Background: an optimization exercise with open tools, aiming at small area. Do not read the settings as production practice.
At most, simulation tests tie the RTL to the original design; equivalence was not proved.
The flow treats the clock pin as an ideal source, which a real chip does not have.
Power is estimated from default activity; no workload was simulated.

quartz:
## alu_seq
module alu_seq
#(
  parameter int XLEN = 64
) (
  input  logic            clk,
  input  logic            rst_n,
  input  logic            in_valid,
  output logic            in_ready,
  input  logic [diablo_alu_pkg::ALU_OP_W-1:0] in_op,
  input  logic [XLEN-1:0] in_a,
  input  logic [XLEN-1:0] in_b,
  output logic            out_valid,
  input  logic            out_ready,
  output logic [XLEN-1:0] out_result,
  output logic            out_err
);
Size: about 720 cells after synthesis, roughly 150 flip-flops, about 0.0087 mm² of cells after synthesis.
export LEC_CHECK = 0
export CAP_MARGIN = 20
export CORE_MARGIN = 2
export CORE_UTILIZATION = 40
export SLEW_MARGIN = 20
export SYNTH_HIERARCHICAL = 1
create_clock -name core_clock -period 10.0 [get_ports {clk}]
standard.sh (not shown) runs the stock make flow with config.mk's settings and CLKGATE_MAP_FILE= SYNTH_SCRIPT=/design/flow/synth_recipe.tcl, a recipe that flattens the netlist after the stock synthesis.
==> flow/flow/run.sh <==
#!/bin/bash
# Layout of alu_seq: the standard flow (standard.sh, all steps unchanged), with the port
# buffers that global placement inserts on every input and output made of the smallest buffer
# cell, sky130_fd_sc_hd__buf_1, in place of the flow's default choice. Each tool's output is kept
# in a log of its own here; ORFS also keeps per-step logs under orfs/logs.
set -euo pipefail
export BUFFER_PORTS_ARGS="-buffer_cell sky130_fd_sc_hd__buf_1"
export CTS_ARGS="-repair_clock_nets -dont_use_dummy_load -buf_list {sky130_fd_sc_hd__clkbuf_4 sky130_fd_sc_hd__clkbuf_8} -root_buf sky130_fd_sc_hd__clkbuf_8"
bash standard.sh > standard.log 2>&1
quartz finished end to end and its layout was clean on timing, DRC and antenna.
### quartz -> onyx
diff --git a/flow/flow/run.sh b/flow/flow/run.sh
--- a/flow/flow/run.sh
+++ b/flow/flow/run.sh
@@ -6,4 +6,4 @@
 set -euo pipefail
 export BUFFER_PORTS_ARGS="-buffer_cell sky130_fd_sc_hd__buf_1"
-export CTS_ARGS="-repair_clock_nets -dont_use_dummy_load -buf_list {sky130_fd_sc_hd__clkbuf_4 sky130_fd_sc_hd__clkbuf_8} -root_buf sky130_fd_sc_hd__clkbuf_8"
+export CTS_ARGS="-sink_clustering_enable -sink_clustering_levels 1 -repair_clock_nets -dont_use_dummy_load -buf_list {sky130_fd_sc_hd__clkbuf_4 sky130_fd_sc_hd__clkbuf_8 sky130_fd_sc_hd__clkbuf_16} -root_buf sky130_fd_sc_hd__clkbuf_8 -sink_clustering_size 30 -sink_clustering_max_diameter 150"
 bash standard.sh > standard.log 2>&1
==> notes.md <==
Across quartz and onyx, none had a timing, DRC or antenna violation. [onyx] signed area change from the synthesized netlist to the final layout rose 2.1 points relative to quartz. onyx: worst-case headroom to the max-slew limit is 0.17 points higher than what quartz reported. Reported for quartz and onyx, area share of xor/xnor cells in the synthesized design turned out identical to the last digit. Met2 track demand over resource in global routing: quartz vs onyx — no meaningful difference. [diff] switching power, onyx relative to quartz: regression. The critical path required time of onyx exceeds that of quartz by 0.08 ns. In terms of total wire length, onyx and quartz differ only marginally. Fraction of met1 tracks used by global routing delta (onyx -> quartz): insignificant. Power: onyx draws more than quartz. onyx vs quartz on sequential share of cell area: onyx is the lower one. | combinational fraction of design power | onyx vs quartz | 2.3 points lower |.
Setup changes, onyx to fjord
==> flow/flow/run.sh <==
#!/bin/bash
# Layout of alu_seq: the standard flow (standard.sh, all steps unchanged), with the port
# buffers that global placement inserts on every input and output made of the smallest buffer
# cell, sky130_fd_sc_hd__buf_1, in place of the flow's default choice. Each tool's output is kept
# in a log of its own here; ORFS also keeps per-step logs under orfs/logs.
set -euo pipefail
export BUFFER_PORTS_ARGS="-buffer_cell sky130_fd_sc_hd__buf_1"
export CTS_ARGS="-sink_clustering_enable -repair_clock_nets -dont_use_dummy_load -buf_list {sky130_fd_sc_hd__clkbuf_4 sky130_fd_sc_hd__clkbuf_8} -root_buf sky130_fd_sc_hd__clkbuf_8 -sink_clustering_size 12 -sink_clustering_max_diameter 60"
bash standard.sh > standard.log 2>&1
## What came out
fjord ended with every stage complete and zero timing, DRC or antenna violations.
Taking onyx as the reference, in fjord worst-case hold slack fell by 0.0070 ns, total power fell by 5.9%, wire length stayed essentially flat.
Power consumed by sequential cells essentially unchanged between fjord and onyx.
[inputs] harbor vs fjord
diff --git a/flow/flow/run.sh b/flow/flow/run.sh
--- a/flow/flow/run.sh
+++ b/flow/flow/run.sh
@@ -6,4 +6,4 @@
 set -euo pipefail
 export BUFFER_PORTS_ARGS="-buffer_cell sky130_fd_sc_hd__buf_1"
-export CTS_ARGS="-sink_clustering_enable -repair_clock_nets -dont_use_dummy_load -buf_list {sky130_fd_sc_hd__clkbuf_4 sky130_fd_sc_hd__clkbuf_8} -root_buf sky130_fd_sc_hd__clkbuf_8 -sink_clustering_size 12 -sink_clustering_max_diameter 60"
+export CTS_ARGS="-sink_clustering_enable -repair_clock_nets -dont_use_dummy_load -buf_list sky130_fd_sc_hd__clkbuf_16 -root_buf sky130_fd_sc_hd__clkbuf_16 -sink_clustering_size 50 -sink_clustering_max_diameter 200"
 bash standard.sh > standard.log 2>&1
==> comparison <==
The faster design of the two is fjord; harbor tops out lower. Between harbor and fjord, worst hold slack is higher for harbor, fjord comes in under that. Diff fjord -> harbor: met2 routed wirelength higher; number of buffers created by CTS comparable; post-route clock period utilization grew by 0.34 points; clock transition at the registers of the reported paths saw a decrease. Relative to fjord, harbor degrades worst setup slack. harbor vs fjord — logic gate share of total power dropped 2.5 points.
No functional check of the RTL was part of any run of this note.

* * *

v42:
Another version of the RTL of alu_seq (not shown whole).
Size in the first run: roughly 660 cells after synthesis, roughly 150 flip-flops, about 200 I/O pins, ~8400 um^2 of cells after synthesis.
Settings: LEC_CHECK=0, CAP_MARGIN=20, CORE_MARGIN=2, CORE_UTILIZATION=40, SLEW_MARGIN=20, SYNTH_HIERARCHICAL=1; clock period 10.0 ns.
==> flow/flow/run.sh <==
#!/bin/bash
# Layout of alu_seq: the standard flow (standard.sh, all steps unchanged), with the port
# buffers that global placement inserts on every input and output made of the smallest buffer
# cell, sky130_fd_sc_hd__buf_1, in place of the flow's default choice. Each tool's output is kept
# in a log of its own here; ORFS also keeps per-step logs under orfs/logs.
set -euo pipefail
export BUFFER_PORTS_ARGS="-buffer_cell sky130_fd_sc_hd__buf_1"
export CTS_ARGS="-clk_nets clk -repair_clock_nets -dont_use_dummy_load -buf_list sky130_fd_sc_hd__clkbuf_8 -root_buf sky130_fd_sc_hd__clkbuf_8"
export PRE_CTS_TCL="$(pwd)/flow/cts_pre.tcl"
export CLK_LEAVES=10
export CLK_LEAF_CELL=sky130_fd_sc_hd__clkbuf_8
bash standard.sh > standard.log 2>&1
==> flow/flow/cts_pre.tcl <==
# Clock leaves for alu_seq, built before clock_tree_synthesis: the flip-flops are split by
# position into CLK_LEAVES groups (the largest group is halved along its wider side, repeatedly),
# and each group gets one CLK_LEAF_CELL buffer at its centre, driven by the clock net.
# clock_tree_synthesis (CTS_ARGS: -clk_nets clk) then builds the tree above these leaves.
set leaves $::env(CLK_LEAVES)
set cell $::env(CLK_LEAF_CELL)
set db [ord::get_db]
set block [ord::get_db_block]
set clk [$block findNet clk]
set sinks {}
foreach it [$clk getITerms] {
  set box [[$it getInst] getBBox]
  lappend sinks [list $it [expr {([$box xMin] + [$box xMax]) / 2}] [expr {([$box yMin] + [$box yMax]) / 2}]]
}
puts "cts_pre: [llength $sinks] clock sinks, $leaves leaves of $cell"
proc span { g axis } {
  set v [lsort -integer -index $axis $g]
  return [expr {[lindex $v end $axis] - [lindex $v 0 $axis]}]
}
# split the largest group in two halves along its wider side until there are enough groups
set groups [list $sinks]
while { [llength $groups] < $leaves } {
  set big 0
  for { set i 1 } { $i < [llength $groups] } { incr i } {
    if { [llength [lindex $groups $i]] > [llength [lindex $groups $big]] } { set big $i }
  }
  set g [lindex $groups $big]
  set axis [expr {[span $g 1] >= [span $g 2] ? 1 : 2}]
  set s [lsort -integer -index $axis $g]
  set h [expr {[llength $s] / 2}]
  set groups [lreplace $groups $big $big [lrange $s 0 [expr {$h - 1}]] [lrange $s $h end]]
}
set master [$db findMaster $cell]
set n 0
foreach g $groups {
  set sx 0
  set sy 0
  foreach s $g {
    incr sx [lindex $s 1]
    incr sy [lindex $s 2]
  }
  set cx [expr {$sx / [llength $g]}]
  set cy [expr {$sy / [llength $g]}]
  set inst [odb::dbInst_create $block $master "clkleaf_$n"]
  set net [odb::dbNet_create $block "clkleaf_net_$n"]
  $net setSigType CLOCK
  foreach s $g {
    set it [lindex $s 0]
    $it disconnect
    $it connect $net
  }
  [$inst findITerm A] connect $clk
  [$inst findITerm X] connect $net
  $inst setLocation $cx $cy
  $inst setPlacementStatus PLACED
  puts "cts_pre: clkleaf_$n drives [llength $g] sinks at ($cx, $cy)"
  incr n
}
v42 finished all stages; the layout is clean.
Changes in v43 relative to v42:
-- flow/flow/run.sh --
<<< v42, line 9
export PRE_CTS_TCL="$(pwd)/flow/cts_pre.tcl"
export CLK_LEAVES=10
export CLK_LEAF_CELL=sky130_fd_sc_hd__clkbuf_8
bash standard.sh > standard.log 2>&1
>>> v43, line 9
export PRE_CTS_TCL="$(pwd)/flow/cts_pre.tcl"
export CLK_LEAVES=8
export CLK_LEAF_CELL=sky130_fd_sc_hd__clkbuf_16
bash standard.sh > standard.log 2>&1
==> flow/flow/cts_pre.tcl <==
# Clock leaves for alu_seq, built before clock_tree_synthesis: the flip-flops are split by
# position into CLK_LEAVES groups of equal size (recursive halving, alternately in x and y),
# and each group gets one CLK_LEAF_CELL buffer at its centre, driven by the clock net.
# clock_tree_synthesis (CTS_ARGS: -clk_nets clk) then builds the tree above these leaves.
set leaves $::env(CLK_LEAVES)
set cell $::env(CLK_LEAF_CELL)
set db [ord::get_db]
set block [ord::get_db_block]
set clk [$block findNet clk]
set sinks {}
foreach it [$clk getITerms] {
  set box [[$it getInst] getBBox]
  lappend sinks [list $it [expr {([$box xMin] + [$box xMax]) / 2}] [expr {([$box yMin] + [$box yMax]) / 2}]]
}
puts "cts_pre: [llength $sinks] clock sinks, $leaves leaves of $cell"
proc split_groups { groups axis } {
  set out {}
  foreach g $groups {
    set s [lsort -integer -index $axis $g]
    set h [expr {[llength $s] / 2}]
    lappend out [lrange $s 0 [expr {$h - 1}]] [lrange $s $h end]
  }
  return $out
}
set groups [list $sinks]
set axis 1
while { [llength $groups] < $leaves } {
  set groups [split_groups $groups $axis]
  set axis [expr {3 - $axis}]
}
set master [$db findMaster $cell]
set n 0
foreach g $groups {
  set sx 0
  set sy 0
  foreach s $g {
    incr sx [lindex $s 1]
    incr sy [lindex $s 2]
  }
  set cx [expr {$sx / [llength $g]}]
  set cy [expr {$sy / [llength $g]}]
  set inst [odb::dbInst_create $block $master "clkleaf_$n"]
  set net [odb::dbNet_create $block "clkleaf_net_$n"]
  $net setSigType CLOCK
  foreach s $g {
    set it [lindex $s 0]
    $it disconnect
    $it connect $net
  }
  [$inst findITerm A] connect $clk
  [$inst findITerm X] connect $net
  $inst setLocation $cx $cy
  $inst setPlacementStatus PLACED
  puts "cts_pre: clkleaf_$n drives [llength $g] sinks at ($cx, $cy)"
  incr n
}
--- outcome ---
v43 completed; timing, DRC and antenna clean. Between v42 and v43, the all-layer global routing usage figures differ only marginally. Diff v43..v42 | routed wire length | negligible. In v43, worst-case vdd ir drop is higher than in v42.
Inputs modified between v43 and v32:
- swapping 40 for 60 in CORE_UTILIZATION
-- flow/flow/run.sh --
<<< v43, line 7
export BUFFER_PORTS_ARGS="-buffer_cell sky130_fd_sc_hd__buf_1"
export CTS_ARGS="-clk_nets clk -repair_clock_nets -dont_use_dummy_load -buf_list sky130_fd_sc_hd__clkbuf_8 -root_buf sky130_fd_sc_hd__clkbuf_8"
export PRE_CTS_TCL="$(pwd)/flow/cts_pre.tcl"
export CLK_LEAVES=8
export CLK_LEAF_CELL=sky130_fd_sc_hd__clkbuf_16
bash standard.sh > standard.log 2>&1
>>> v32, line 7
export BUFFER_PORTS_ARGS="-buffer_cell sky130_fd_sc_hd__buf_1"
export CTS_ARGS="-sink_clustering_enable -repair_clock_nets -dont_use_dummy_load -buf_list {sky130_fd_sc_hd__clkbuf_4 sky130_fd_sc_hd__clkbuf_8} -root_buf sky130_fd_sc_hd__clkbuf_8 -sink_clustering_size 12 -sink_clustering_max_diameter 60"
bash standard.sh > standard.log 2>&1
removed: flow/flow/cts_pre.tcl
==> notes.md <==
Utilization ends up lower on v43. Both conditions hold for v32: the flow ran to the end and the final layout passed the timing, DRC and antenna checks. Compared with v43, in v32 clock network power share went down, first-iteration DRC count higher, sum of internal, switching and leakage power decreased 0.000019 W, period utilization down 0.28 points, shortest period the worst path allows lower. Compared to v43, the routing of v32 uses less wire. Summary of v32 over v43: final instance area fell by 1.3%, sequential share of layout area saw an increase, hold slack lost 0.015 ns.
Setup changes, v32 to v47
- a change of CORE_UTILIZATION from 60 to 40
### Flow results
Delta (v47 minus v32): final cell utilization of the core now smaller; part of the cycle the worst path needs now larger.
On v47: die area is 48% higher than what v32 gave.
Summary of v47 over v32: total power ~0 delta, share of cells above drive strength 1 ~0 delta, met2 demand-to-capacity share in global routing -16 points, routed wire length +980 um, count of non-filler cells in the finished layout +95.

==> port drivers added, routing unchanged <==
The flow's constraints put no driver on any port. The routed layouts listed below were extracted and timed again, unchanged, in two steps.
Step 1 (the two cells are an assumption about what drives the block):
set clk [get_ports {clk}]
set_driving_cell -lib_cell sky130_fd_sc_hd__clkbuf_16 $clk
set_driving_cell -lib_cell sky130_fd_sc_hd__buf_2 [delete_from_list [all_inputs] $clk]
Step 2, shift: input delay + t, output delay - t, t = (earliest + latest rising clock arrival at the registers) / 2. This alone moves slack from input paths to output paths.
Three values: ideal, step 1, step 2; two values: the first two.
run	t, ns	setup WS [ns]	worst hold slack (ns)	worst setup path at the end	worst register clock-pin slew, ns
quartz	0.467	0.945 / 0.958 / 0.491	0.308 / 0.308 / 0.308	input to register	0.09 / 0.09
onyx	0.557	1.025 / 1.038 / 0.481	0.315 / 0.315 / 0.315	input to register	0.07 / 0.07
fjord	0.467	0.945 / 0.958 / 0.491	0.308 / 0.308 / 0.308	input to register	0.09 / 0.09
harbor	0.455	0.911 / 0.929 / 0.474	0.314 / 0.314 / 0.314	input to register	0.06 / 0.06
v42	0.480	0.471 / 0.471 / 0.428	0.266 / 0.266 / 0.266	input to register	0.12 / 0.12
v43	0.495	0.490 / 0.490 / 0.417	0.327 / 0.327 / 0.327	input to register	0.09 / 0.09
v32	0.475	0.518 / 0.518 / 0.392	0.312 / 0.312 / 0.312	input to register	0.09 / 0.09
v47	0.458	0.484 / 0.484 / 0.378	0.308 / 0.308 / 0.308	input to register	0.08 / 0.08
After both steps setup and hold are still met in every run listed. For onyx, which loses most, drivers alone change the setup slack by +0.013 ns; drivers and shift together by -0.544 ns.
